Context: an optimization exercise on an open-source flow, tuned for small area, a short achievable clock period and few clock cycles. The choices shown serve that exercise and are no tape-out recipe. In this exercise RTL edits were held to simulation tests only and were not proved equivalent to the original.

## red
Design sha256_msg_padder, start of the top module:
module sha256_msg_padder #(
  parameter int LEN_W   = 64,
  parameter int TIMEOUT = 4096
) (
  input  logic                   Clk,
  input  logic                   Rst,
  input  logic [7:0]             i_Byte,
  input  logic                   i_fValid,
  input  logic                   i_fLast,
  output logic                   o_fReady,
  output logic [SHA_BLOCK_W-1:0] o_Data,
  output logic                   o_fStart,
  output logic                   o_fFirst,
  input  logic                   i_fDone,
  output logic                   o_fMsgDone,
  output logic                   o_fErr
);
clock: 5.0 ns
lec_check: 0
cap_margin: 20
core_margin: 2
core_utilization: 40
cts_cluster_diameter: 150
cts_cluster_size: 30
setup_slack_margin: 2.8
slew_margin: 20
standard.sh (not shown) runs the stock make flow with config.mk's settings and CLKGATE_MAP_FILE= SYNTH_SCRIPT=/design/flow/synth_recipe.tcl, a recipe that flattens the netlist after the stock synthesis.
==> flow/flow/run.sh <==
#!/bin/bash
# Own layout flow: the standard layout with two changes:
# - the port buffers are sky130_fd_sc_hd__buf_1 (buffer_ports' default pick is
#   a delay cell, clkdlybuf4s50_1);
# - after global placement the output buffers, and the registers that drive
#   only them, are moved next to their pins (flow/obuf_near_driver.tcl);
# - the pins are spread at least 2.2 um apart, so that the registers and
#   buffers placed by them crowd less.
set -euo pipefail
WORK=$(cd "$(dirname "$0")/.." && pwd)
cd "$WORK"
bash standard.sh "BUFFER_PORTS_ARGS=-buffer_cell sky130_fd_sc_hd__buf_1" \
  "POST_GLOBAL_PLACE_TCL=$WORK/flow/obuf_near_driver.tcl" \
  "POST_DETAIL_ROUTE_TCL=$WORK/flow/unfirm.tcl" \
  "PLACE_PINS_ARGS=-min_distance 2.2" finish \
  > "$WORK/standard_finish.log" 2>&1
==> flow/flow/obuf_near_driver.tcl <==
# After global placement, for each output port whose register drives only the
# port's buffer (and perhaps the one gate that feeds its own D pin), the
# register and the buffer (and that gate) are placed side by side on free,
# legal sites in the rows next to the port's pin; any other output buffer goes
# next to the cell that drives it. The buffers keep their size (dont_touch) so
# the registers see a small load; the feedback gates placed by the pins keep
# theirs too. The placed cells are held (FIRM) while detailed placement
# legalizes the rest around them and in later steps;
# flow/unfirm.tcl releases them (placement and dont_touch) after detailed
# routing, before the final global_connect.
set block [ord::get_db_block]
set core [$block getCoreArea]
set cx0 [$core xMin]; set cy0 [$core yMin]; set cx1 [$core xMax]; set cy1 [$core yMax]
set rows [$block getRows]
set row0 [lindex $rows 0]
set rowh [[$row0 getSite] getHeight]
set sitew [[$row0 getSite] getWidth]
set nrows [llength $rows]
foreach row $rows {
  set r [expr { ([lindex [$row getOrigin] 1] - $cy0) / $rowh }]
  set orient($r) [$row getOrient]
  set occ($r) {}
}
foreach inst [$block getInsts] {
  if { [$inst isFixed] } {
    set l [$inst getLocation]
    set r [expr { ([lindex $l 1] - $cy0) / $rowh }]
    if { [info exists occ($r)] } {
      lappend occ($r) [list [lindex $l 0] [expr { [lindex $l 0] + [[$inst getMaster] getWidth] }]]
    }
  }
}
proc snapdn { x x0 w } { expr { $x0 + int(floor(double($x - $x0) / $w)) * $w } }
proc snapup { x x0 w } { expr { $x0 + int(ceil(double($x - $x0) / $w)) * $w } }
# first free x >= x for width w in a row's interval list, or "" past hi
proc free_right { ivs x w hi x0 sw } {
  set x [snapup $x $x0 $sw]
  set moved 1
  while { $moved } {
    set moved 0
    foreach iv $ivs {
      if { [lindex $iv 0] < $x + $w && [lindex $iv 1] > $x } {
        set x [snapup [lindex $iv 1] $x0 $sw]; set moved 1
      }
    }
  }
  if { $x + $w > $hi } { return "" }
  return $x
}
# last free x <= x for width w, or "" below lo
proc free_left { ivs x w lo x0 sw } {
  set x [snapdn $x $x0 $sw]
  set moved 1
  while { $moved } {
    set moved 0
    foreach iv $ivs {
      if { [lindex $iv 0] < $x + $w && [lindex $iv 1] > $x } {
        set x [snapdn [expr { [lindex $iv 0] - $w }] $x0 $sw]; set moved 1
      }
    }
  }
  if { $x < $lo } { return "" }
  return $x
}

set pairs {}
set near_drv 0
foreach bterm [$block getBTerms] {
  if { [$bterm getIoType] != "OUTPUT" } { continue }
  set net [$bterm getNet]
  if { $net == "NULL" } { continue }
  set bpins [$bterm getBPins]
  if { [llength $bpins] == 0 } { continue }
  set bb [[lindex $bpins 0] getBBox]
  set px [expr { ([$bb xMin] + [$bb xMax]) / 2 }]
  set py [expr { ([$bb yMin] + [$bb yMax]) / 2 }]
  set buf ""
  foreach it [$net getITerms] {
    if { [$it isOutputSignal] } { set buf [$it getInst] }
  }
  if { $buf == "" } { continue }
  $buf setDoNotTouch 1
  set innet ""
  foreach it [$buf getITerms] {
    if { [$it isInputSignal] } { set innet [$it getNet] }
  }
  if { $innet == "" || $innet == "NULL" } { continue }
  set drv ""; set nload 0; set others {}
  foreach it [$innet getITerms] {
    if { [$it isOutputSignal] } { set drv [$it getInst] } elseif { [$it isInputSignal] } {
      incr nload
      if { [$it getInst] != $buf } { lappend others [$it getInst] }
    }
  }
  if { $drv == "" } { continue }
  # a register whose other load is the gate driving its own D pin
  set fb ""
  if { $nload == 2 && [[$drv getMaster] isSequential] } {
    set g [lindex $others 0]
    set dnet ""
    foreach it [$drv getITerms] {
      if { [[$it getMTerm] getName] == "D" } { set dnet [$it getNet] }
    }
    if { $dnet != "" && $dnet != "NULL" } {
      foreach it [$dnet getITerms] {
        if { [$it isOutputSignal] && [$it getInst] == $g } { set fb $g }
      }
    }
  }
  if { ($nload == 1 || $fb != "") && [[$drv getMaster] isSequential] } {
    if { $px <= $cx0 } { set side L } elseif { $px >= $cx1 } { set side R } elseif { $py <= $cy0 } { set side B } else { set side T }
    set key [expr { $side == "L" || $side == "R" ? $py : $px }]
    lappend pairs [list $side $key $px $py $buf $drv $fb]
  } else {
    set loc [$drv getLocation]
    $buf setLocation [lindex $loc 0] [lindex $loc 1]
    incr near_drv
  }
}

set firm {}
set placed 0
foreach p [lsort -integer -index 1 $pairs] {
  lassign $p side key px py buf drv fb
  set fw [[$drv getMaster] getWidth]
  set gw [expr { $fb == "" ? 0 : [[$fb getMaster] getWidth] }]
  set bw [[$buf getMaster] getWidth]
  set w [expr { $fw + $bw + $gw }]
  set r0 [expr { min(max(int(($py - $cy0) / $rowh), 0), $nrows - 1) }]
  set best ""; set bestcost 0
  if { $side == "B" || $side == "T" } {
    set want [expr { $px - $w / 2 }]
    for { set k 0 } { $k < 20 } { incr k } {
      set r [expr { $side == "B" ? $k : $nrows - 1 - $k }]
      foreach x [list [free_right $occ($r) $want $w $cx1 $cx0 $sitew] [free_left $occ($r) $want $w $cx0 $cx0 $sitew]] {
        if { $x == "" } { continue }
        set cost [expr { abs($x - $want) + $k * $rowh }]
        if { $best == "" || $cost < $bestcost } { set best [list $r $x]; set bestcost $cost }
      }
    }
  } else {
    for { set k -24 } { $k <= 24 } { incr k } {
      set r [expr { $r0 + $k }]
      if { $r < 0 || $r >= $nrows } { continue }
      if { $side == "L" } {
        set x [free_right $occ($r) $cx0 $w $cx1 $cx0 $sitew]
        if { $x == "" } { continue }
        set cost [expr { ($x - $cx0) + abs($k) * $rowh }]
      } else {
        set x [free_left $occ($r) [expr { $cx1 - $w }] $w $cx0 $cx0 $sitew]
        if { $x == "" } { continue }
        set cost [expr { ($cx1 - $w - $x) + abs($k) * $rowh }]
      }
      if { $best == "" || $cost < $bestcost } { set best [list $r $x]; set bestcost $cost }
    }
  }
  if { $best == "" } { continue }
  lassign $best r x
  set y [expr { $cy0 + $r * $rowh }]
  # the buffer on the pin's side of the register, the feedback gate on the other
  if { $side == "L" || (($side == "B" || $side == "T") && $px < $x + $w / 2) } {
    set bx $x; set fx [expr { $x + $bw }]; set gx [expr { $fx + $fw }]
  } else {
    set gx $x; set fx [expr { $x + $gw }]; set bx [expr { $fx + $fw }]
  }
  set moves [list $drv $fx $buf $bx]
  if { $fb != "" } { lappend moves $fb $gx }
  foreach {inst ix} $moves {
    $inst setOrient $orient($r)
    $inst setLocation $ix $y
    $inst setPlacementStatus FIRM
    # (not the register: clock tree synthesis rewires its clock pin)
    if { $inst != $drv } { $inst setDoNotTouch 1 }
  }
  lappend occ($r) [list $x [expr { $x + $w }]]
  incr placed
}
puts "obuf_near_driver: $placed of [llength $pairs] registers and buffers put by their pins, $near_drv buffers moved to their drivers"
detailed_placement
estimate_parasitics -placement
Other scripts of this flow, unchanged in this note and not shown: flow/flow/unfirm.tcl
red never completed; the flow aborted with a tool error in I/O pin placement (3_2_place_iop).
Testbench counts of red, summed over its fixed seeds: cycles 56,712.
Edits applied to the flow inputs when going from red to blue:
==> flow/flow/run.sh <==
#!/bin/bash
# Own layout flow: the standard layout with these changes:
# - the port buffers are sky130_fd_sc_hd__buf_1 (buffer_ports' default pick is
#   a delay cell, clkdlybuf4s50_1);
# - after global placement the output buffers, and the registers that drive
#   only them, are moved next to their pins (flow/obuf_near_driver.tcl);
# - the pins are spread at least 1.9 um apart, so that the registers and
#   buffers placed by them crowd less.
set -euo pipefail
WORK=$(cd "$(dirname "$0")/.." && pwd)
cd "$WORK"
bash standard.sh "BUFFER_PORTS_ARGS=-buffer_cell sky130_fd_sc_hd__buf_1" \
  "POST_GLOBAL_PLACE_TCL=$WORK/flow/obuf_near_driver.tcl" \
  "POST_DETAIL_ROUTE_TCL=$WORK/flow/unfirm.tcl" \
  "PLACE_PINS_ARGS=-min_distance 1.9" finish \
  > "$WORK/standard_finish.log" 2>&1
==> run notes <==
- FAIL blue @ detailed placement (3_5_place_dp): tool exited with error
- red is listed as incomplete: the tool reported an error in I/O pin placement (3_2_place_iop) and the run ended there.
- red -> blue: width of the die flat
- Number of flops mapped to enable cells by yosys: blue vs red identical
- Reported for blue and red, height of the chip turned out identical to the last digit.
- Between red and blue, the number of storage elements in the synthesis netlist does not differ in any meaningful way.
- There was hardly any difference in synthesized cell count between blue and red.
Relative to blue, the following input files were edited for green:
==> flow/flow/run.sh <==
#!/bin/bash
# Own layout flow: the standard layout with two changes:
# - the port buffers are sky130_fd_sc_hd__buf_1 (buffer_ports' default pick is
#   a delay cell, clkdlybuf4s50_1);
# - after global placement the output buffers, and the registers that drive
#   only them, are moved next to their pins (flow/obuf_near_driver.tcl).
set -euo pipefail
WORK=$(cd "$(dirname "$0")/.." && pwd)
cd "$WORK"
bash standard.sh "BUFFER_PORTS_ARGS=-buffer_cell sky130_fd_sc_hd__buf_1" \
  "POST_GLOBAL_PLACE_TCL=$WORK/flow/obuf_near_driver.tcl" \
  "POST_DETAIL_ROUTE_TCL=$WORK/flow/unfirm.tcl" finish \
  > "$WORK/standard_finish.log" 2>&1
-- flow/flow/obuf_near_driver.tcl --
<<< blue, line 6
# the registers see a small load; the feedback gates placed by the pins keep
# theirs too. The placed cells are held (FIRM) while detailed placement
# legalizes the rest around them and in later steps;
# flow/unfirm.tcl releases them (placement and dont_touch) after detailed
>>> green, line 6
# the registers see a small load; the feedback gates placed by the pins keep
# theirs too; a buffer whose pair lands more than 20 um from its pin is made a
# buf_4. The placed cells are held (FIRM) while detailed placement legalizes
# the rest around them and in later steps;
# flow/unfirm.tcl releases them (placement and dont_touch) after detailed
<<< blue, line 120

set firm {}
set placed 0
foreach p [lsort -integer -index 1 $pairs] {
>>> green, line 121

# room is kept for a stronger buffer, used when a pair lands far from its pin
set bigbuf [[ord::get_db] findMaster sky130_fd_sc_hd__buf_4]
set firm {}
set placed 0; set upsized 0
foreach p [lsort -integer -index 1 $pairs] {
<<< blue, line 126
  set gw [expr { $fb == "" ? 0 : [[$fb getMaster] getWidth] }]
  set bw [[$buf getMaster] getWidth]
  set w [expr { $fw + $bw + $gw }]
>>> green, line 129
  set gw [expr { $fb == "" ? 0 : [[$fb getMaster] getWidth] }]
  set bw [expr { max([[$buf getMaster] getWidth], [$bigbuf getWidth]) }]
  set w [expr { $fw + $bw + $gw }]
<<< blue, line 175
  lappend occ($r) [list $x [expr { $x + $w }]]
  incr placed
}
puts "obuf_near_driver: $placed of [llength $pairs] registers and buffers put by their pins, $near_drv buffers moved to their drivers"
detailed_placement
>>> green, line 178
  lappend occ($r) [list $x [expr { $x + $w }]]
  if { abs($bx - $px) + abs($y - $py) > 20 * [$block getDbUnitsPerMicron] } {
    $buf swapMaster $bigbuf
    incr upsized
  }
  incr placed
}
puts "obuf_near_driver: $placed of [llength $pairs] registers and buffers put by their pins ($upsized buffers upsized), $near_drv buffers moved to their drivers"
detailed_placement
[summary]
For green, the flow was terminated by a tool error in global placement (3_3_place_gp) and produced no final design.
green -> blue: fraction of the mapped netlist area in compound gates delta 0, exact match
Diff green..blue | starting utilization of the core area | unchanged
Delta (green minus blue): synthesized area did not really move, number of flip-flops and latches in the synthesized netlist held steady, number of rows created at floorplan now sits at about the same level, xor/xnor cell area share of the yosys netlist roughly the same, chip width about even.
Comparing green against blue, there is no change at all in number of buffers inserted by port buffering.
Gate count of the mapped netlist came out exactly the same in green and blue.
green -> blue: async set-or-reset flop fraction in the synthesized netlist flat
Here is what was changed in the inputs of orange compared with green.
-- flow/flow/obuf_near_driver.tcl --
<<< green, line 179
  if { abs($bx - $px) + abs($y - $py) > 20 * [$block getDbUnitsPerMicron] } {
    $buf swapMaster $bigbuf
    incr upsized
>>> orange, line 179
  if { abs($bx - $px) + abs($y - $py) > 20 * [$block getDbUnitsPerMicron] } {
    $buf setDoNotTouch 0
    $buf swapMaster $bigbuf
    $buf setDoNotTouch 1
    incr upsized
Results
- orange: full flow OK, the timing, DRC and antenna checks passed
- green -> orange: count of pins on the block boundary delta 0, exact match
- Re simple-gate portion of the synthesized area: no difference whatsoever between orange and green.
- From green to orange, number of rows created at floorplan did not move at all.
- Re number of enable-type register cells in the synthesized netlist: no difference whatsoever between orange and green.
- As far as width of the die goes, orange and green are indistinguishable; the numbers are identical.
--- input diff orange..purple ---
-- flow/flow/obuf_near_driver.tcl --
<<< orange, line 5
# next to the cell that drives it. The buffers keep their size (dont_touch) so
# the registers see a small load; the feedback gates placed by the pins keep
# theirs too; a buffer whose pair lands more than 20 um from its pin is made a
# buf_4. The placed cells are held (FIRM) while detailed placement legalizes
# the rest around them and in later steps;
# flow/unfirm.tcl releases them (placement and dont_touch) after detailed
>>> purple, line 5
# next to the cell that drives it. The buffers keep their size (dont_touch) so
# the registers see a small load; the cells placed by the pins keep theirs too. The placed pairs are held (FIRM) while
# detailed placement legalizes the rest around them and in later steps;
# flow/unfirm.tcl releases them (placement and dont_touch) after detailed
<<< orange, line 121

# room is kept for a stronger buffer, used when a pair lands far from its pin
set bigbuf [[ord::get_db] findMaster sky130_fd_sc_hd__buf_4]
set firm {}
set placed 0; set upsized 0
foreach p [lsort -integer -index 1 $pairs] {
>>> purple, line 119

set firm {}
set placed 0
foreach p [lsort -integer -index 1 $pairs] {
<<< orange, line 129
  set gw [expr { $fb == "" ? 0 : [[$fb getMaster] getWidth] }]
  set bw [expr { max([[$buf getMaster] getWidth], [$bigbuf getWidth]) }]
  set w [expr { $fw + $bw + $gw }]
>>> purple, line 125
  set gw [expr { $fb == "" ? 0 : [[$fb getMaster] getWidth] }]
  set bw [[$buf getMaster] getWidth]
  set w [expr { $fw + $bw + $gw }]
<<< orange, line 174
    $inst setPlacementStatus FIRM
    # (not the register: clock tree synthesis rewires its clock pin)
    if { $inst != $drv } { $inst setDoNotTouch 1 }
  }
  lappend occ($r) [list $x [expr { $x + $w }]]
  if { abs($bx - $px) + abs($y - $py) > 20 * [$block getDbUnitsPerMicron] } {
    $buf setDoNotTouch 0
    $buf swapMaster $bigbuf
    $buf setDoNotTouch 1
    incr upsized
  }
  incr placed
}
puts "obuf_near_driver: $placed of [llength $pairs] registers and buffers put by their pins ($upsized buffers upsized), $near_drv buffers moved to their drivers"
detailed_placement
>>> purple, line 170
    $inst setPlacementStatus FIRM
    $inst setDoNotTouch 1
  }
  lappend occ($r) [list $x [expr { $x + $w }]]
  incr placed
}
puts "obuf_near_driver: $placed of [llength $pairs] registers and buffers put by their pins, $near_drv buffers moved to their drivers"
detailed_placement
==> run notes <==
- orange was carried through to the last stage, and its layout satisfied the timing, DRC and antenna checks.
- purple got as far as clock tree synthesis (4_1_cts), where a tool error ended the run.
- Reported for purple and orange, post-synthesis share of cell area spent on and, or, nand and nor gates turned out identical to the last digit.
- Diff orange..purple | complex-gate fraction of the synthesized area | negligible
- Looking at HPWL after detailed placement across purple and orange, the one that comes out higher is orange.
- Between purple and orange, the synthesized area does not differ in any meaningful way.
- orange → purple: count of different cell masters after synthesis did not really move, multiplexer share of the synthesized area now sits at about the same level, placed instance area decreased 1700 um^2.
- Synthesized cell count came out exactly the same in purple and orange.
- purple has worst setup slack before clock tree synthesis below what orange had.

## static timing again, ports no longer ideal
The results above use ideal ports. As a check the final layout listed here was re-extracted and re-timed, cells and wires unchanged.
Step 1: set_driving_cell puts a clkbuf_16 on Clk and a buf_2 on each other input, an assumption about the parent block.
Step 2 also shifts input and output timing later by t, the mid clock arrival at the registers, as if the neighbouring blocks saw the same clock.
Slacks: ideal ports / drivers / drivers and shift; pairs: ideal ports / drivers.
run: orange
t (ns): 0.676
slack for setup (ns): 2.741 / 2.743 / 2.076
worst hold slack (ns): 0.345 / 0.308 / 0.441
worst register clock-pin slew, ns: 0.12 / 0.12
pins driven straight from the clock port: 1
After both steps setup and hold are still met in orange. The setup slack of orange moves by +0.002 ns with the drivers and by -0.665 ns with both steps.
